This design comes from an exercise in tuning for a short achievable clock period and few clock cycles per item on the open sky130 flow, not from production work.
In this exercise RTL edits were held to simulation tests only and were not proved equivalent to the original.
The flow treats the clock pin as an ideal source, which a real chip does not have.
No activity file was given, so power comes from the tool's default toggle rates.

$ cat flow/run.sh
#!/bin/bash
# synth_recipe.tcl (not shown) runs the flow's synth.tcl, then flattens the netlist and writes it again
# the make line also repeats each setting of config.mk as NAME=value (left out here)
make -C /OpenROAD-flow-scripts/flow DESIGN_CONFIG=/design/flow/config.mk WORK_HOME=/design/flow/orfs CLKGATE_MAP_FILE= SYNTH_SCRIPT=/design/flow/synth_recipe.tcl finish
$ cat flow/config.mk
export PLATFORM = sky130hd
export DESIGN_NAME = dcacheread_responder
export DESIGN_NICKNAME = dcacheread_responder
export VERILOG_FILES = /design/flow/design.v
export SDC_FILE = /design/flow/constraint.sdc
export NUM_CORES = 4
export LEC_CHECK = 0
export ABC_CLOCK_PERIOD_IN_PS = 2500
export CAP_MARGIN = 20
export CORE_MARGIN = 2
export CORE_UTILIZATION = 45
export SETUP_SLACK_MARGIN = 3.0
export SLEW_MARGIN = 20
$ cat flow/constraint.sdc
create_clock -name core_clock -period 6.0 [get_ports {clk}]
set_input_delay 1.2000 -clock core_clock [delete_from_list [all_inputs] [get_ports {clk}]]
set_output_delay 1.2000 -clock core_clock [all_outputs]
set_load 0.01 [all_outputs]
$ cat flow/design.v
module dcacheread_responder (
  input  logic        clk,
  input  logic        rst_n,
  input  logic        dcacheread_do,
  output logic        dcacheread_done,
  input  logic [3:0]  dcacheread_length,
  input  logic        dcacheread_cache_disable,
  input  logic [31:0] dcacheread_address,
  output logic [63:0] dcacheread_data,
  input  logic        dcache_invalidate,
  output logic        readburst_do,
  output logic [31:0] readburst_address,
  input  logic        readburst_data_valid,
  input  logic [31:0] readburst_data,
  input  logic        readburst_done
);
  logic        busy_q;             
  logic        done_q;             
  logic        rdo_q;              
  logic        more_q;             
  logic        line_q;             
  logic        cd_q;
  logic [1:0]  beat_q;
  logic [27:0] baddr_q;            
  logic [3:0]  off_q;              
  logic [7:0]  cn_q [8][4];        
  logic [3:0]  n_q;                
  logic [27:0] raddr_q;            
  logic [15:0]  valid_q;
  logic [23:0]  tag_q [16];
  logic [23:0]  tag0m1_q;          
  logic [2047:0] arr_q;            
  logic [63:0] we_q;               
  logic [31:0] wd_q;
  logic        inc_q;              
  logic        last_q;             
  logic [31:0] a;
  logic [3:0]  n;
  logic        need2, hit1, hit2, cdi, start;
  logic [15:0] match, match2, dhi;
  assign a = dcacheread_address;
  assign n = dcacheread_length > 4'd8 ? 4'd8 : dcacheread_length;
  assign need2 = {1'b0, a[3:0]} + {1'b0, n} > 5'd16;
  always_comb begin
    for (int i = 0; i < 16; i++) begin
      match[i] = valid_q[i] && tag_q[i] == a[31:8];
      dhi[i] = a[7:4] == 4'(i);
    end
    for (int i = 0; i < 15; i++) match2[i] = match[i+1];
    match2[15] = valid_q[0] && tag0m1_q == a[31:8];
    hit1 = |(dhi & match);
    hit2 = |(dhi & match2);
  end
  assign cdi = dcacheread_cache_disable || dcache_invalidate;
  assign start = dcacheread_do && !busy_q;
  logic [183:0] win;
  always_comb begin
    win = '0;
    for (int i = 0; i < 16; i++)
      win = win | ({184{dhi[i]}} & {arr_q[128*((i+1)%16) +: 56], arr_q[128*i +: 128]});
  end
  logic       fill_done, fill_last, beat;
  logic [4:0] o [11];
  assign beat = rdo_q && readburst_data_valid;
  assign fill_done = rdo_q && readburst_done;
  assign fill_last = fill_done && !more_q;
  always_comb for (int t = 0; t < 11; t++) o[t] = {1'b0, off_q[3:2], 2'b00} + 5'(t);
  logic [7:0] cn_d [8][4];
  always_comb
    for (int k = 0; k < 8; k++)
      for (int m = 0; m < 4; m++) begin
        logic [7:0] hold, pick;
        hold = (beat && off_q[1:0] == 2'(m) && 4'(k) < n_q && o[k+m][4] == line_q && o[k+m][3:2] == beat_q)
               ? ~readburst_data[8*((k+m)%4) +: 8] : cn_q[k][m];
        pick = '0;
        for (int j = 0; j < 4; j++)
          pick = pick | ({8{!busy_q && a[1:0] == 2'(m) && 4'(k) < n && a[3:2] == 2'(j)}} & win[8*(4*j + k + m) +: 8]);
        cn_d[k][m] = ~pick & (hold | {8{!busy_q}});
      end
  always_ff @(posedge clk or negedge rst_n) begin
    if (!rst_n) begin
      busy_q <= 1'b0;
      done_q <= 1'b0;
      rdo_q <= 1'b0;
      more_q <= 1'b0;
      line_q <= 1'b0;
      beat_q <= '0;
      valid_q <= '0;
      we_q <= '0;
      inc_q <= 1'b0;
      last_q <= 1'b0;
      baddr_q <= '0;
      raddr_q <= '0;
      for (int k = 0; k < 8; k++) for (int m = 0; m < 4; m++) cn_q[k][m] <= '0;
    end else begin
      for (int w = 0; w < 64; w++) we_q[w] <= beat && !cd_q && {baddr_q[3:0], beat_q} == 6'(w);
      busy_q <= start || (busy_q && !done_q && !(fill_last && last_q));
      done_q <= (start && (n == 4'd0 || (!cdi && hit1 && (!need2 || hit2)))) || (fill_last && !last_q);
      rdo_q <= (start && n != 4'd0 && (cdi || !hit1)) || inc_q || (rdo_q && !fill_last);
      inc_q <= start && n != 4'd0 && !cdi && hit1 && need2 && !hit2;
      more_q <= start ? (n != 4'd0 && (cdi || !hit1) && need2 && (cdi || !hit2)) : (more_q && !fill_done);
      line_q <= start ? (!cdi && hit1) : (line_q || (fill_done && more_q));
      beat_q <= (start || fill_done) ? 2'd0 : beat ? beat_q + 2'd1 : beat_q;
      last_q <= fill_done ? 1'b0 : (last_q || (beat && beat_q == 2'd3 && !more_q));
      if (!busy_q) raddr_q <= a[31:4];
      for (int k = 0; k < 8; k++) for (int m = 0; m < 4; m++) cn_q[k][m] <= cn_d[k][m];
      if (start) baddr_q <= a[31:4];
      if (inc_q || (fill_done && more_q)) begin
        baddr_q <= baddr_q + 28'd1;
        raddr_q <= baddr_q + 28'd1;
      end
      if (dcache_invalidate) valid_q <= '0;
      if (fill_done && !cd_q) valid_q[baddr_q[3:0]] <= 1'b1;
    end
  end
  always_ff @(posedge clk) begin
    if (!busy_q) begin
      cd_q <= dcacheread_cache_disable;
      off_q <= a[3:0];
      n_q <= n;
    end
    if (fill_done && !cd_q) begin
      tag_q[baddr_q[3:0]] <= baddr_q[27:4];
      if (baddr_q[3:0] == 4'd0) tag0m1_q <= baddr_q[27:4] - 24'd1;
    end
    wd_q <= readburst_data;
    for (int w = 0; w < 64; w++) if (we_q[w]) arr_q[32*w +: 32] <= wd_q;
  end
  assign dcacheread_done = done_q || (last_q && readburst_done);
  always_comb
    for (int k = 0; k < 8; k++) begin
      dcacheread_data[8*k +: 8] = ~(cn_q[k][0] & cn_q[k][1] & cn_q[k][2] & cn_q[k][3]);
    end
  assign readburst_do = rdo_q;
  assign readburst_address = {raddr_q, 4'b0};
endmodule
==> impl_metrics.env, run 1 <==
export IMPL_cp_startpoint="cn_q[28][0]$_DFF_PN0_"
export IMPL_ant_nets=0
export IMPL_instances_no_fill=12700
export IMPL_viasPerCell=6.94
export IMPL_powerDensity_nw_per_um2=370
export IMPL_dpl_cell_count=11800
export IMPL_synth_ff_type="edfxtp_1"
export IMPL_cts_buffers=313
export IMPL_die_w_microns=520
export IMPL_final_period_minus_worst_setup_slack_ns=3.34
export IMPL_cts_tree="yes"
export IMPL_first_global_vias=82000
export IMPL_hold_class="input port to asynchronous set/reset pin"
export IMPL_syn_avg_cell_area_sq_um=14.4
export IMPL_netlist_cell_type_count=93
export IMPL_grt_pass1_wl_microns=696000
export IMPL_routedWlPerCell_microns=40.9
export IMPL_gp_congestion=1.02
export IMPL_antenna_found_initial=46
export IMPL_clock_sinks=2898
export IMPL_syn_area_sq_um=120000
export IMPL_clk_path_buf_depth=4
export IMPL_core_area_sq_um=265000
export IMPL_skew_ns=0.0654
export IMPL_rows=189
export IMPL_crit_buf_inv=1
export IMPL_cp_arrival_ns=2.14
export IMPL_reg2reg_from="busy_q$_DFF_PN0_"
export IMPL_crit_chain="nand4_1, buf_2"
export IMPL_drive_gt1_share_pct=21.2
export IMPL_io_pins=173
export IMPL_setup_tns_ns=0
export IMPL_ys_seq_elements=2898
export IMPL_critical_path_startpoint_type="flop"
export IMPL_outcome="finished clean"
export IMPL_synth_edff_count=2465
export IMPL_die_height_microns=520
export IMPL_htreeDepth=5
export IMPL_dr_pass1_iters=9
export IMPL_yosysTopAreaCellShare_pct=61.9
export IMPL_grt_max_degree=140
export IMPL_start_util_pct=45.2
export IMPL_dieArea_sq_um=270000
export IMPL_crit_type="flop to output pin"
export IMPL_period_share_pct=55.7
export IMPL_crit_path_end_kind="output pin"
export IMPL_synth_top_cell_by_area="edfxtp_1"
export IMPL_irDropWorstVdd_mv=0.350
export IMPL_nets=8998
export IMPL_seq_area_frac_synth_pct=70.8
export IMPL_r2r_slack_ns=3.05
export IMPL_max_slew_worst_pin_slew_ns=1.23
export IMPL_dp_hpwl_microns=313000
export IMPL_vias=88100
export IMPL_drv_slew=0
export IMPL_maxCapViolations=0
export IMPL_rsz0062_at_grt="true"
export IMPL_synthToLayoutAreaGrowth_pct=19.6
export IMPL_slowest_stage="nand4_1"
export IMPL_path_clk_slew_ns=0.06
export IMPL_drt_iter0_markers=14700
export IMPL_portBuffers=168
export IMPL_cp_top_family="simple AND/OR/NAND/NOR gates"
export IMPL_synthCells=8280
export IMPL_ys_warn_count=4
export IMPL_root_buffer="clkbuf_16"
export IMPL_grt_overflow=0
export IMPL_cpPeakStageDelay_ns=0.46
export IMPL_required_ns=4.80
export IMPL_routed_wirelength_microns=520000
export IMPL_finalHoldViolations=0
export IMPL_async_flop_share_pct=13.8
export IMPL_yosys_top_cells_area="edfxtp_1 (62%), dfrtp_1 (8.4%), a22oi_1 (6.1%), xnor2_1 (2.7%), o22ai_1 (1.8%)"
export IMPL_grt_use_total_pct=37.2
export IMPL_p_leak_uw=0.0465
export IMPL_drcViolationCount=0
export IMPL_cts_hold_buffers=0
export IMPL_clk_latency_ns=0.94
export IMPL_setup_violations=0
export IMPL_fmaxAchievable_ghz=0.299
export IMPL_critPathMaxFanout=2
export IMPL_slew_headroom_pct=18.1
## cells in the mapped netlist (all sizes together) (15+ instances only)
| library cell | n |
|---|---|
| a211oi | 145 |
| a21oi | 196 |
| a221oi | 230 |
| a222oi | 19 |
| a22o | 245 |
| a22oi | 965 |
| a2bb2oi | 15 |
| and2 | 15 |
| buf | 381 |
| clkbuf | 191 |
| dfrtp | 401 |
| dfxtp | 32 |
| edfxtp | 2465 |
| ha | 16 |
| inv | 33 |
| mux2i | 23 |
| mux4 | 23 |
| nand2 | 394 |
| nand3 | 260 |
| nand4 | 304 |
| nor2 | 516 |
| nor2b | 24 |
| nor3 | 86 |
| nor4 | 33 |
| o211ai | 20 |
| o21ai | 217 |
| o221ai | 31 |
| o22a | 15 |
| o22ai | 345 |
| or3 | 15 |
| xnor2 | 368 |
| xor2 | 83 |
## per-layer routing
layer	vias to the layer above	track usage, %	share of wire [%]
met3	1316	9.84	13
met4	18	17.5	5.9
met5	-	0	0.024
li1	34800	-	-
met2	7031	56.0	44
met1	45000	50.5	37
## state kept, by name (all words and copies together) (netlist names), 24 cells and up
name	cells
we_q	64
raddr_q	28
arr_q	2048
wd_q	32
baddr_q	28
tag0m1_q	24
cn_q	256
tag_q	384
## timing repair
| action | 4_1_cts | 5_1_grt |
|---|---|---|
| endpoints found under the setup margin | 507 | 347 |
| buffers inserted | 116 | 158 |
| resized for setup | 618 | 156 |
| pin swaps | 108 | 86 |
| cloned | 17 | 9 |
## cell families after synthesis
logic type / share of synthesized area [%]
xor+xnor: 3.30
fa+ha+maj: 0.184
compound gates: 15.4
flops: 70.8
mux: 0.720
simple gates: 7.01
buf+inv: 2.56
other cells: 0.00313
## worst paths after layout
kind	end	depth (start not counted)
min in group core_clock	busy_q$_DFF_PN0_	1
worst max-delay path	dcacheread_data[56]	2
worst min-delay path	cn_q[8][1]$_DFF_PN0_	1
worst max register to register	cn_q[27][7]$_DFF_PN0_	8
worst min register to register	busy_q$_DFF_PN0_	1
max in group asynchronous	baddr_q[15]$_DFFE_PN0P_	2
## stage by stage
stage	setup slack, ns	instance area [sq um]	hold slack [ns]	power [uW]	util (%)
floorplan	2.75	122000	0.436	28000	-
global placement	0.901	128000	0.448	33100	48.4
detailed placement	0.884	128000	0.448	33200	48.4
CTS	2.72	141000	0.256	52300	53.1
global route	2.70	143000	0.294	53900	54.0
finish	2.66	143000	0.250	52900	54.0
## where the power goes
group	internal [uW]	switching, uW	total [uW]
Sequential	23300	1450	24700
Combinational	2580	6300	8880
Clock	11100	8260	19300
Total	36900	16000	52900
## placed cells by master (no fill, tap or decap), types with 48 or more instances in the layout
cell and count:
o21ai_0 204, o22ai_1 341, nand2_1 379, nand4_1 302, nor2_2 61, xor2_1 82
buf_2 69, nand3_1 234, nor2_1 359, a22oi_2 56, nor2_4 96, clkinv_1 48
dfrtp_1 222, a211oi_1 144, xnor2_1 368, a221oi_2 85, dfrtp_2 169, clkinv_2 58
edfxtp_1 2465, clkbuf_1 76, a22oi_1 909, buf_12 130, clkbuf_16 328, a22o_1 245
a21oi_1 195, a221oi_1 145, nor3_1 65, clkdlybuf4s50_1 49, buf_4 510
## layout make-up
type                            instances  area, sq um
Fill cell                           21500       122000
Inverter                               34          133
Timing Repair Buffer                  872         9090
Antenna cell                           11         27.5
Clock inverter                        161         1620
Clock buffer                          407         8440
Multi-Input combinational cell       4787        34300
Sequential cell                      2898        85000
Tap cell                             3533         4420
Testbench counts, summed over its fixed seeds: cycles 21,438, items 4,800.
==> run 2: changes to the inputs <==
==> flow/flow/run.sh (new file) <==
#!/bin/bash
# The standard layout, with one extra step inside CTS (flow/post_cts.tcl): after ORFS's own timing
# repair, size up the output ports' buffers and the gates driving them. The ORFS logs stay under
# orfs/logs; make's own output goes to flow_make.log here.
set -euo pipefail
W=$(pwd)
export POST_CTS_TCL="$W/flow/post_cts.tcl"
bash standard.sh finish > "$W/flow_make.log" 2>&1
==> flow/flow/outsize.tcl (new file) <==
# Upsize the cells that drive the output ports: each port's buffer and the gate that drives it.
proc osz_max_variant {master} {
  set name [$master getName]
  if {![regexp {^(sky130_fd_sc_hd__[a-z0-9]+)_([0-9]+)$} $name -> base drive]} { return "" }
  set best ""
  foreach d {2 4 8} {
    if {$d <= $drive} continue
    if {[[ord::get_db] findMaster ${base}_$d] != "NULL"} { set best ${base}_$d }
  }
  return $best
}
proc osz_run {} {
  set block [ord::get_db_block]
  set n 0
  foreach bterm [$block getBTerms] {
    if {[$bterm getIoType] != "OUTPUT"} continue
    set net [$bterm getNet]
    foreach iterm [$net getITerms] {
      if {![$iterm isOutputSignal]} continue
      set buf [$iterm getInst]
      # the port's buffer and the cell that drives it
      set insts [list $buf]
      foreach it2 [$buf getITerms] {
        if {[$it2 isInputSignal] && [$it2 getNet] != "NULL"} {
          foreach it3 [[$it2 getNet] getITerms] {
            if {[$it3 isOutputSignal]} { lappend insts [$it3 getInst] }
          }
        }
      }
      foreach inst $insts {
        set m [$inst getMaster]
        if {[$m isSequential]} continue
        if {[regexp {dlygate|dlymetal|clkdlybuf|clkbuf_|buf_} [$m getName]]} {
          set v sky130_fd_sc_hd__buf_8
          if {[$m getName] == $v} continue
        } else {
          set v [osz_max_variant $m]
        }
        if {$v != ""} { replace_cell [sta::find_instance [$inst getName]] $v; incr n }
      }
    }
  }
  return $n
}
==> flow/flow/post_cts.tcl (new file) <==
# Runs inside ORFS's CTS step, after its own timing repair and detailed placement: size up each
# output port's buffer and the gate that drives it (outsize.tcl), then legalize the placement again.
source [file join [file dirname [info script]] outsize.tcl]
estimate_parasitics -placement
puts "post_cts: worst slack before [format %.4f [expr {[sta::worst_slack_cmd max]*1e9}]]"
puts "post_cts: resized [osz_run] cells"
detailed_placement
check_placement -verbose
estimate_parasitics -placement
puts "post_cts: worst slack after [format %.4f [expr {[sta::worst_slack_cmd max]*1e9}]]"
==> flow/standard.sh (new file) <==
#!/bin/bash
# synth_recipe.tcl (not shown) runs the flow's synth.tcl, then flattens the netlist and writes it again
# the make line also repeats each setting of config.mk as NAME=value (left out here)
make -C /OpenROAD-flow-scripts/flow DESIGN_CONFIG=/design/flow/config.mk WORK_HOME=/design/flow/orfs CLKGATE_MAP_FILE= SYNTH_SCRIPT=/design/flow/synth_recipe.tcl "${@:-finish}"
removed: flow/run.sh
==> impl_metrics.env, run 2 <==
export IMPL_outcome="finished clean"
export IMPL_ys_seq_elements=2898
export IMPL_nets=8992
export IMPL_die_height_microns=520
export IMPL_period_share_pct=52.7
export IMPL_start_util_pct=45.2
export IMPL_synthCells=8280
export IMPL_critPathMaxFanout=16
export IMPL_routedWlPerCell_microns=40.9
export IMPL_placed_area_sq_um=128000
export IMPL_cpPeakStageDelay_ns=0.92
export IMPL_irDropWorstVdd_mv=0.350
export IMPL_viasPerCell=6.92
export IMPL_async_flop_share_pct=13.8
export IMPL_ys_warn_count=4
export IMPL_crit_path_end_kind="flop"
export IMPL_cts_tree="yes"
export IMPL_vias=87800
export IMPL_gp_congestion=1.02
export IMPL_first_global_vias=82000
export IMPL_finalHoldViolations=0
export IMPL_seq_area_frac_synth_pct=70.8
export IMPL_powerDensity_nw_per_um2=375
export IMPL_final_period_minus_worst_setup_slack_ns=3.16
export IMPL_slowest_stage="nor3_2"
export IMPL_drive_gt1_share_pct=22.1
export IMPL_largest_reg_flops=2048
export IMPL_largest_register="arr_q"
export IMPL_synthToLayoutAreaGrowth_pct=21.0
export IMPL_switching_share_pct=30.1
export IMPL_die_w_microns=520
export IMPL_p_leak_uw=0.0469
export IMPL_routed_wirelength_microns=519000
export IMPL_dp_hpwl_microns=313000
export IMPL_portBuffers=168
export IMPL_dieArea_sq_um=270000
export IMPL_path_clk_slew_ns=0.06
export IMPL_ant_nets=0
export IMPL_worst_slack_ns=2.84
export IMPL_required_ns=6.81
export IMPL_yosysTopAreaCellShare_pct=61.9
export IMPL_final_cell_mix="edfxtp_1 (2465), a22oi_1 (909), buf_4 (504)"
export IMPL_grt_overflow=0
export IMPL_drcViolationCount=0
export IMPL_drt_iter0_markers=14900
export IMPL_multi_input_area_sq_um=35200
export IMPL_syn_area_sq_um=120000
export IMPL_slew_headroom_pct=19.4
export IMPL_setup_tns_ns=0
export IMPL_dr_pass1_iters=9
export IMPL_maxCapViolations=0
export IMPL_post_place_ws_ns=0.884
export IMPL_clock_sinks=2898
export IMPL_synth_common_cells="edfxtp_1 (2465), a22oi_1 (965), nor2_1 (477), dfrtp_1 (401), nand2_1 (394)"
export IMPL_hold_class="input port to asynchronous set/reset pin"
export IMPL_p_int_uw=37900
export IMPL_core_area_sq_um=265000
export IMPL_fmaxAchievable_ghz=0.316
export IMPL_max_slew_worst_pin_slew_ns=1.21
export IMPL_drv_slew=0
export IMPL_syn_avg_cell_area_sq_um=14.4
export IMPL_crit_buf_inv=2
export IMPL_rows=189
export IMPL_final_common_cell="edfxtp_1"
export IMPL_io_pins=173
export IMPL_design_area_sq_um=145000
export IMPL_netlist_cell_type_count=93
export IMPL_critical_path_startpoint_type="input port"
export IMPL_fillers=21300
export IMPL_clk_latency_ns=0.93
export IMPL_crit_chain="clkdlybuf4s50_1, buf_4, and4_1, nand4_1, nor3_2, o21ai_0, o2bb2ai_1, nor3_1"
export IMPL_cp_arrival_ns=3.97
export IMPL_grt_max_degree=140
export IMPL_pwr_share_clk_pct=35.6
export IMPL_crit_type="input port to flop"
export IMPL_p_switching_uw=16400
export IMPL_yosys_top_cells_area="edfxtp_1 (62%), dfrtp_1 (8.4%), a22oi_1 (6.1%), xnor2_1 (2.7%), o22ai_1 (1.8%)"
export IMPL_share_comb_of_total_power_pct=18.5
export IMPL_grt_pass1_wl_microns=697000
export IMPL_synth_top_cell_by_area="edfxtp_1"
export IMPL_fin_util_pct=54.6
export IMPL_seq_area_sq_um=85000
export IMPL_antenna_found_initial=37
export IMPL_rsz0062_at_grt="true"
export IMPL_seqPwrFrac_pct=46.0
export IMPL_grt_use_total_pct=37.3
export IMPL_yosysMostFrequentCell="edfxtp_1"
export IMPL_setup_violations=0
export IMPL_synth_ff_type="edfxtp_1"
export IMPL_cp_top_family="simple AND/OR/NAND/NOR gates"
export IMPL_skew_ns=0.0539
export IMPL_synth_edff_count=2465
## run 2: cell types whose count changed in the layout (fill, tap and decap cells not counted), moves of 2 or more
| cell | previous run | this run |
|---|---|---|
| buf_16 | 19 | 23 |
| and4_2 | 4 | 6 |
| buf_12 | 130 | 124 |
| buf_4 | 510 | 504 |
| nand4_4 | 2 | 66 |
| dlygate4sd2_1 | 28 | 0 |
| buf_2 | 69 | 6 |
| buf_8 | 12 | 107 |
| nand4_1 | 302 | 238 |
| diode_2 | 11 | 9 |
| and4_4 | 6 | 4 |
## run 2: power groups by stage
stage / Combinational (uW) / Sequential (uW) / Clock [uW]
2_1_floorplan: 3600 / 24400 / 0
3_3_place_gp: 8080 / 25000 / 0
3_5_place_dp: 8160 / 25000 / 0
5_1_grt: 10200 / 25000 / 20100
6_report: 10000 / 25000 / 19300
## run 2: through the flow
step / hold WS [ns] / total power, uW / std cells
global placement: 0.448 / 33100 / 11800
detailed placement: 0.448 / 33200 / 11800
finish: 0.244 / 54300 / 12700
floorplan: 0.436 / 28000 / 8283
global route: 0.281 / 55300 / 12700
## run 2: final timing paths
path,start,end,slack [ns],cells past startpoint
max in group asynchronous,rst_n,baddr_q[15]$_DFFE_PN0P_,4.34,2
hold / removal,rst_n,cn_q[8][1]$_DFF_PN0_,0.24,1
setup reg to reg,beat_q[0]$_DFFE_PN0P_,cn_q[19][3]$_DFF_PN0_,2.93,6
min in group core_clock,done_q$_DFF_PN0_,busy_q$_DFF_PN0_,0.48,1
setup / recovery,readburst_data_valid,cn_q[19][3]$_DFF_PN0_,2.84,8
hold reg to reg,done_q$_DFF_PN0_,busy_q$_DFF_PN0_,0.48,1
## run 2: logic make-up (layout without fill, tap and decap cells)
group | after synthesis | count (layout) | synth area share, %
xor gates and xnor gates | 451 | 451 | 3.30
buffers and inverters | 606 | 1468 | 2.56
other | 1 | 13 | 0.00313
AOI/OAI and AO/OA | 2530 | 2531 | 15.4
and+or+nand+nor | 1721 | 1728 | 7.01
DFF | 2898 | 2898 | 70.8
adders and majority gates | 17 | 17 | 0.184
muxes | 56 | 56 | 0.720
## run 2: area by class of cell
class,count,area share (%)
Multi-Input combinational cell,4787,24.3
Antenna cell,9,0.0156
Tap cell,3533,3.05
Sequential cell,2898,58.7
Timing Repair Buffer,866,6.81
Clock buffer,407,5.83
Inverter,34,0.0916
Clock inverter,161,1.12
## run 2: routing by layer
metal / part of all wire, % / wire length [microns] / vias up / track usage, %
met5: 0.022 / 114 / - / 0
met2: 44 / 228000 / 6867 / 55.8
met4: 6.1 / 31500 / 16 / 18.3
met1: 37 / 193000 / 44900 / 50.3
li1: - / - / 34800 / -
met3: 13 / 66200 / 1323 / 10.1
==> run 3: changes to the inputs <==
==> flow/flow/run.sh (replaced) <==
#!/bin/bash
# The standard layout, with one extra step inside CTS (flow/post_cts.tcl): after ORFS's own timing
# repair, size up the port buffers and the gates driving the outputs. The ORFS logs stay under
# orfs/logs; make's own output goes to flow_make.log here.
set -euo pipefail
W=$(pwd)
export POST_CTS_TCL="$W/flow/post_cts.tcl"
bash standard.sh finish > "$W/flow_make.log" 2>&1
--- a/flow/flow/outsize.tcl
+++ b/flow/flow/outsize.tcl
@@ -44 +44,22 @@
 }
+# Each input port's buffer (not the clock's) becomes a buf_8 at least.
+proc isz_run {} {
+  set block [ord::get_db_block]
+  set n 0
+  foreach bterm [$block getBTerms] {
+    if {[$bterm getIoType] != "INPUT"} continue
+    set net [$bterm getNet]
+    if {$net == "NULL" || [$net getSigType] == "CLOCK" || [$bterm getName] == "clk"} continue
+    foreach iterm [$net getITerms] {
+      if {![$iterm isInputSignal]} continue
+      set inst [$iterm getInst]
+      set m [$inst getMaster]
+      if {[$m isSequential]} continue
+      if {[regexp {dlygate|dlymetal|clkdlybuf|^sky130_fd_sc_hd__buf_[124]$|clkbuf_[124]$} [$m getName]]} {
+        replace_cell [sta::find_instance [$inst getName]] sky130_fd_sc_hd__buf_8
+        incr n
+      }
+    }
+  }
+  return $n
+}
==> flow/flow/post_cts.tcl (replaced) <==
# Runs inside ORFS's CTS step, after its own timing repair and detailed placement: size up each
# output port's buffer and the gate that drives it, and make each input port's buffer at least a
# buf_8 (outsize.tcl; the port buffers ORFS inserts are small delay cells that its repair leaves
# alone), then legalize the placement again.
source [file join [file dirname [info script]] outsize.tcl]
estimate_parasitics -placement
puts "post_cts: worst slack before [format %.4f [expr {[sta::worst_slack_cmd max]*1e9}]]"
puts "post_cts: resized [osz_run] output-side cells"
puts "post_cts: resized [isz_run] input buffers"
detailed_placement
check_placement -verbose
estimate_parasitics -placement
puts "post_cts: worst slack after [format %.4f [expr {[sta::worst_slack_cmd max]*1e9}]]"
==> impl_metrics.env, run 3 <==
export IMPL_async_flop_share_pct=13.8
export IMPL_hold_class="input port to asynchronous set/reset pin"
export IMPL_required_ns=6.80
export IMPL_drive_gt1_share_pct=21.7
export IMPL_largest_register="arr_q"
export IMPL_worst_slack_ns=2.94
export IMPL_dr_wl_met3_microns=67100
export IMPL_syn_area_sq_um=120000
export IMPL_m1WireLength_microns=193000
export IMPL_viasPerCell=6.95
export IMPL_portBuffers=168
export IMPL_antenna_found_initial=34
export IMPL_p_leak_uw=0.0466
export IMPL_wl_met2_microns=228000
export IMPL_crit_buf_inv=4
export IMPL_r2r_end="cn_q[23][4]$_DFF_PN0_"
export IMPL_first_global_vias=82000
export IMPL_dieArea_sq_um=270000
export IMPL_irDropWorstVdd_mv=0.348
export IMPL_cpPeakStageDelay_ns=0.53
export IMPL_final_cell_mix="edfxtp_1 (2465), a22oi_1 (909), buf_4 (418)"
export IMPL_io_pins=173
export IMPL_cts_tree="yes"
export IMPL_syn_avg_cell_area_sq_um=14.4
export IMPL_multi_input_area_sq_um=35100
export IMPL_synth_top_cell_by_area="edfxtp_1"
export IMPL_synth_ff_type="edfxtp_1"
export IMPL_powerDensity_nw_per_um2=376
export IMPL_seq_area_sq_um=85000
export IMPL_critical_path_startpoint_type="input port"
export IMPL_dr_pass1_iters=7
export IMPL_critPathMaxFanout=22
export IMPL_worst_r2r_cell_count=9
export IMPL_nets=8898
export IMPL_cp_arrival_ns=3.86
export IMPL_die_w_microns=520
export IMPL_core_area_sq_um=265000
export IMPL_clk_latency_ns=0.93
export IMPL_yosysTopAreaCellShare_pct=61.9
export IMPL_grt_pass1_wl_microns=697000
export IMPL_ant_nets=0
export IMPL_rsz0062_at_grt="true"
export IMPL_cp_startpoint="dcacheread_address[4]"
export IMPL_post_place_ws_ns=0.884
export IMPL_setup_tns_ns=0
export IMPL_largest_reg_flops=2048
export IMPL_clock_sinks=2898
export IMPL_ys_seq_elements=2898
export IMPL_fillers=21300
export IMPL_crit_chain="bufbuf_16, and4bb_4, buf_12, buf_12, buf_4, a22oi_1, nand4_1, nor2_4, o22ai_1, a211oi_1"
export IMPL_netlist_cell_type_count=93
export IMPL_grt_max_degree=140
export IMPL_setup_violations=0
export IMPL_topRoutingLayerUsed="met5"
export IMPL_fin_util_pct=54.4
export IMPL_final_period_minus_worst_setup_slack_ns=3.06
export IMPL_cp_top_family="simple AND/OR/NAND/NOR gates"
export IMPL_cpMostUsedCell="buf_12"
export IMPL_synth_edff_count=2465
export IMPL_max_slew_worst_pin_slew_ns=1.22
export IMPL_period_share_pct=51.0
export IMPL_final_common_cell="edfxtp_1"
export IMPL_skew_ns=0.0560
export IMPL_seq_area_frac_synth_pct=70.8
export IMPL_crit_type="input port to flop"
export IMPL_slew_headroom_pct=18.5
export IMPL_drv_slew=0
export IMPL_routed_wirelength_microns=520000
export IMPL_vias=87500
export IMPL_gp_congestion=1.02
export IMPL_drt_iter0_markers=14900
export IMPL_reg2reg_from="busy_q$_DFF_PN0_"
export IMPL_die_height_microns=520
export IMPL_slowest_stage="nor2_4"
export IMPL_outcome="finished clean"
export IMPL_synthToLayoutAreaGrowth_pct=20.5
export IMPL_ys_warn_count=4
export IMPL_rows=189
export IMPL_drcViolationCount=0
export IMPL_path_clk_slew_ns=0.06
export IMPL_maxCapViolations=0
export IMPL_grt_overflow=0
export IMPL_yosys_top_cells_area="edfxtp_1 (62%), dfrtp_1 (8.4%), a22oi_1 (6.1%), xnor2_1 (2.7%), o22ai_1 (1.8%)"
export IMPL_start_util_pct=45.2
export IMPL_dp_hpwl_microns=313000
export IMPL_yosysMostFrequentCell="edfxtp_1"
export IMPL_crit_path_end_kind="flop"
export IMPL_routedWlPerCell_microns=41.2
export IMPL_finalPower_uw=54300
export IMPL_finalHoldViolations=0
export IMPL_grt_use_total_pct=37.3
export IMPL_synthCells=8280
export IMPL_r2r_slack_ns=2.95
export IMPL_hold_worst_slack_ns=0.234
export IMPL_fmaxAchievable_ghz=0.327
export IMPL_synth_common_cells="edfxtp_1 (2465), a22oi_1 (965), nor2_1 (477), dfrtp_1 (401), nand2_1 (394)"
[run 3: changes by cell type in the layout (fill, tap and decap cells not counted), moves of 9 or more]
| cell | delta |
|---|---|
| buf_4 | -86 |
| buf_12 | -19 |
| nand2_1 | +9 |
| nand2_2 | -9 |
| clkdlybuf4s50_1 | -50 |
| buf_8 | +75 |
[run 3: final cells by class]
| class | count | share of cell area, % |
|---|---|---|
| sequential | 2898 | 59.0 |
| multi-input combinational | 4788 | 24.4 |
| timing repair buffer | 771 | 6.50 |
| clock buffer | 407 | 5.86 |
| tap | 3533 | 3.07 |
| clock inverter | 161 | 1.12 |
| inverter | 34 | 0.0920 |
| antenna | 11 | 0.0191 |
[run 3: worst register-to-register path, cell delays in order, from the launching register on]
cell     delay, ns
dfrtp_4       0.67
inv_6         0.36
and3_1        0.41
o21ai_1       0.28
nor2_2        0.20
buf_4         0.20
nand2_1       0.31
o22ai_1       0.30
a211o_1       0.13
a31oi_1       0.04
[run 3: worst max-delay path by stage]
stage | slack (ns) | endpoint | depth (start not counted)
global route | 2.77 | cn_q[19][3]$_DFF_PN0_ | 6
detailed placement | 0.88 | cn_q[13][0]$_DFF_PN0_ | 10
floorplan | 2.75 | tag0m1_q[0]$_DFFE_PP_ | 4
finish | 2.94 | cn_q[31][0]$_DFF_PN0_ | 10
global placement | 0.90 | cn_q[2][4]$_DFF_PN0_ | 9
[run 3: per-layer routing]
metal	vias up	GRT usage (%)
li1	34600	-
met1	44600	50.5
met2	6974	55.9
met3	1345	9.87
met4	20	18.2
met5	-	0
[run 3: kinds of logic after synthesis]
family | synth area share (%)
buffers and inverters | 2.56
AOI/OAI and AO/OA | 15.4
DFF | 70.8
other | 0.00313
xor gates and xnor gates | 3.30
adders and majority gates | 0.184
and+or+nand+nor | 7.01
muxes | 0.720
[run 3: where the power goes]
part           switching, uW  leakage [uW]  internal, uW
sequential              1700        0.0265         23300
combinational           6400        0.0152          3600
clock                   8250       0.00493         11100
[run 3: through the flow]
stage	cells	instance area, sq um
6_report	12600	144000
5_1_grt	12600	144000
3_5_place_dp	11800	128000
3_3_place_gp	11800	128000
2_1_floorplan	8283	122000
==> run 4: changes to the inputs <==
--- a/flow/design.v
+++ b/flow/design.v
@@ -27,2 +27,3 @@
   logic [3:0]  n_q;                
+  logic [3:0]  xm_q [8];           
   logic [27:0] raddr_q;            
@@ -67,2 +68,10 @@
   always_comb for (int t = 0; t < 11; t++) o[t] = {1'b0, off_q[3:2], 2'b00} + 5'(t);
+  logic [1:0] beat_nx;
+  logic       line_nx;
+  assign beat_nx = fill_done ? 2'd0 : beat ? beat_q + 2'd1 : beat_q;
+  assign line_nx = line_q || (fill_done && more_q);
+  always_ff @(posedge clk)
+    for (int k = 0; k < 8; k++)
+      for (int m = 0; m < 4; m++)
+        xm_q[k][m] <= off_q[1:0] == 2'(m) && 4'(k) < n_q && o[k+m][4] == line_nx && o[k+m][3:2] == beat_nx;
   logic [7:0] cn_d [8][4];
@@ -72,3 +81,3 @@
         logic [7:0] hold, pick;
-        hold = (beat && off_q[1:0] == 2'(m) && 4'(k) < n_q && o[k+m][4] == line_q && o[k+m][3:2] == beat_q)
+        hold = (beat && xm_q[k][m])
                ? ~readburst_data[8*((k+m)%4) +: 8] : cn_q[k][m];
==> impl_metrics.env, run 4 <==
export IMPL_routedWlPerCell_microns=44.3
export IMPL_vias=92000
export IMPL_seq_area_frac_synth_pct=71.1
export IMPL_cpPeakStageDelay_ns=0.55
export IMPL_r2r_slack_ns=2.86
export IMPL_hold_class="input port to asynchronous set/reset pin"
export IMPL_yosysMostFrequentCell="edfxtp_1"
export IMPL_grt_overflow=0
export IMPL_p_leak_uw=0.0499
export IMPL_grt_pass1_wl_microns=761000
export IMPL_critPathMaxFanout=9
export IMPL_drv_slew=0
export IMPL_synth_ff_type="edfxtp_1"
export IMPL_netlist_cell_type_count=78
export IMPL_gp_congestion=1.05
export IMPL_outcome="finished clean"
export IMPL_cp_top_family="buffers and inverters"
export IMPL_grt_use_total_pct=41.3
export IMPL_final_period_minus_worst_setup_slack_ns=3.25
export IMPL_synthCells=8402
export IMPL_fin_util_pct=56.2
export IMPL_cp_arrival_ns=3.99
export IMPL_drt_iter0_markers=17300
export IMPL_fmaxAchievable_ghz=0.307
export IMPL_drive_gt1_share_pct=23.2
export IMPL_yosysTopAreaCellShare_pct=61.6
export IMPL_critical_path_startpoint_type="input port"
export IMPL_yosys_top_cells_area="edfxtp_1 (62%), dfrtp_1 (8.4%), a22oi_1 (5.0%), xnor2_1 (3.0%), a22o_1 (2.4%)"
export IMPL_dpl_cell_count=12000
export IMPL_ys_warn_count=5
export IMPL_clock_sinks=2930
export IMPL_cts_tree="yes"
export IMPL_post_place_ws_ns=0.549
export IMPL_routed_wirelength_microns=574000
export IMPL_grt_max_degree=119
export IMPL_die_w_microns=521
export IMPL_antenna_found_initial=34
export IMPL_crit_buf_inv=10
export IMPL_crit_path_end_kind="flop"
export IMPL_irDropWorstVdd_mv=0.328
export IMPL_crit_type="input port to flop"
export IMPL_rows=189
export IMPL_powerDensity_nw_per_um2=373
export IMPL_nets=9229
export IMPL_switching_share_pct=30.4
export IMPL_synthToLayoutAreaGrowth_pct=24.3
export IMPL_io_pins=173
export IMPL_dp_hpwl_microns=330000
export IMPL_largest_register="arr_q"
export IMPL_final_cell_mix="edfxtp_1 (2465), a22oi_1 (740), buf_4 (488)"
export IMPL_pwr_share_clk_pct=34.8
export IMPL_synth_top_cell_by_area="edfxtp_1"
export IMPL_setup_tns_ns=0
export IMPL_instances_no_fill=12900
export IMPL_crit_chain="buf_16, buf_16, nor4bb_4, buf_12, buf_12, buf_4, buf_12, buf_16, buf_4, a22oi_1, nand4_1, buf_4, buf_4, o211ai_1, o21ai_2, a22oi_1"
export IMPL_dr_pass1_iters=10
export IMPL_async_flop_share_pct=13.7
export IMPL_portBuffers=168
export IMPL_seqPwrFrac_pct=44.9
export IMPL_rsz0062_at_grt="true"
export IMPL_share_comb_of_total_power_pct=20.3
export IMPL_final_common_cell="edfxtp_1"
export IMPL_syn_area_sq_um=120000
export IMPL_drcViolationCount=0
export IMPL_syn_avg_cell_area_sq_um=14.3
export IMPL_design_area_sq_um=149000
export IMPL_ys_seq_elements=2930
export IMPL_p_switching_uw=16900
export IMPL_required_ns=6.74
export IMPL_max_slew_worst_pin_slew_ns=1.22
export IMPL_ant_nets=0
export IMPL_placed_area_sq_um=129000
export IMPL_synth_edff_count=2465
export IMPL_path_clk_slew_ns=0.06
export IMPL_clk_latency_ns=0.91
export IMPL_maxCapViolations=0
export IMPL_finalHoldViolations=0
export IMPL_largest_reg_flops=2048
export IMPL_synth_common_cells="edfxtp_1 (2465), a22oi_1 (793), nor2_1 (554), nand2_1 (480), xnor2_1 (407)"
export IMPL_p_int_uw=38800
export IMPL_dieArea_sq_um=271000
export IMPL_die_height_microns=521
export IMPL_viasPerCell=7.11
export IMPL_slew_headroom_pct=18.5
export IMPL_first_global_vias=86100
export IMPL_period_share_pct=54.2
export IMPL_worst_slack_ns=2.75
export IMPL_slowest_stage="nor4bb_4"
export IMPL_setup_violations=0
export IMPL_skew_ns=0.0793
export IMPL_start_util_pct=45.3
export IMPL_cpMostUsedCell="buf_4"
export IMPL_core_area_sq_um=265000
## run 4: changes by cell type in the layout (fill, tap and decap cells not counted), sizes merged, moves of 62 or more
cell,before,now
o22ai,345,217
a22oi,965,793
mux2i,23,85
nand3,260,148
a21oi,196,301
nor3,86,179
buf,756,928
nand2,394,480
a211oi,145,52
a22o,245,333
a221oi,230,332
## run 4: logic make-up after synthesis
family	share of synthesized area, %
other	0.00312
AO/OA/AOI/OAI	14.6
adder cells (fa/ha/maj)	0.194
buffers and inverters	2.30
AND/OR/NAND/NOR	7.51
XOR/XNOR	3.37
multiplexers	0.924
flip-flops	71.1
## run 4: power groups by stage
stage               registers, uW  logic, uW  clock network [uW]
finish                      25000      11300               19400
global route                25000      11500               20200
detailed placement          25100       9020                   0
global placement            25100       9000                   0
floorplan                   24700       3800                   0
## run 4: worst register-to-register path: stages, from the launching register on
cell	delay, ns
dfrtp_4	0.57
inv_6	0.28
buf_12	0.40
nand2_1	0.78
nor2_1	0.76
a22oi_1	0.22
nand2_1	0.10
## run 4: per-stage QoR
stage	hold WS (ns)	power, uW
after floorplan	0.432	28500
after detailed placement	0.448	34100
final	0.386	55700
after global placement	0.442	34100
after global routing	0.458	56600
## run 4: layout make-up
class                           count  area, sq um
Fill cell                       20900       116000
Sequential cell                  2930        85600
Multi-Input combinational cell   4870        36000
Timing Repair Buffer              981        13000
Clock buffer                      413         8630
Tap cell                         3533         4420
Clock inverter                    148         1410
Inverter                           38          155
Antenna cell                       29         72.6
## run 4: path summary, 6_finish.rpt
check / from / endpoint / cells after the start
worst max register to register: busy_q$_DFF_PN0_ / baddr_q[22]$_DFFE_PN0P_ / 6
worst max-delay path: dcacheread_address[6] / cn_q[28][1]$_DFF_PN0_ / 16
worst min register to register: valid_q[14]$_DFF_PN0_ / valid_q[14]$_DFF_PN0_ / 1
min in group core_clock: readburst_data[19] / wd_q[19]$_DFF_P_ / 1
max in group asynchronous: rst_n / busy_q$_DFF_PN0_ / 2
worst min-delay path: rst_n / cn_q[7][6]$_DFF_PN0_ / 1
## run 4: layer usage
layer | global-route usage (%) | share of wire (%) | vias to the layer above
li1 | - | - | 35200
met1 | 53.0 | 35 | 46600
met2 | 60.1 | 42 | 8280
met3 | 11.9 | 14 | 1896
met4 | 29.0 | 8.9 | 12
met5 | 0 | 0.014 | -
Testbench counts of run 4, summed over its fixed seeds: cycles 21,438, items 4,800.

what the ideal ports hide:
The results above use ideal ports. As a check the final layouts listed here were re-extracted and re-timed, cells and wires unchanged. Step 1, drivers: a clkbuf_16 drives clk and a buf_2 each remaining input, both assumed. Step 2 times the ports against the registers' clock, not the clock port: input delays grow and output delays shrink by t, the midpoint of the rising clock arrivals with the driver on. Three values: no drivers, after step 1, after step 2; two values: the first two.
run | shift t [ns] | setup WS [ns] | hold WS [ns] | worst setup path at the end | clock arrival spread, ns
run 1 | 1.003 | 2.655 / 2.560 / 1.746 | 0.250 / 0.209 / 0.489 | input to register | 0.066 / 0.066
run 2 | 1.011 | 2.836 / 2.796 / 1.784 | 0.244 / 0.192 / 0.478 | input to register | 0.055 / 0.055
run 3 | 1.014 | 2.941 / 2.809 / 1.796 | 0.234 / 0.181 / 0.482 | input to register | 0.057 / 0.057
run 4 | 0.966 | 2.747 / 2.505 / 1.539 | 0.386 / 0.343 / 0.496 | input to register | 0.081 / 0.081
After both steps every run listed still meets setup and hold. For run 4, which loses most, drivers alone change the setup slack by -0.242 ns; drivers and shift together by -1.208 ns.
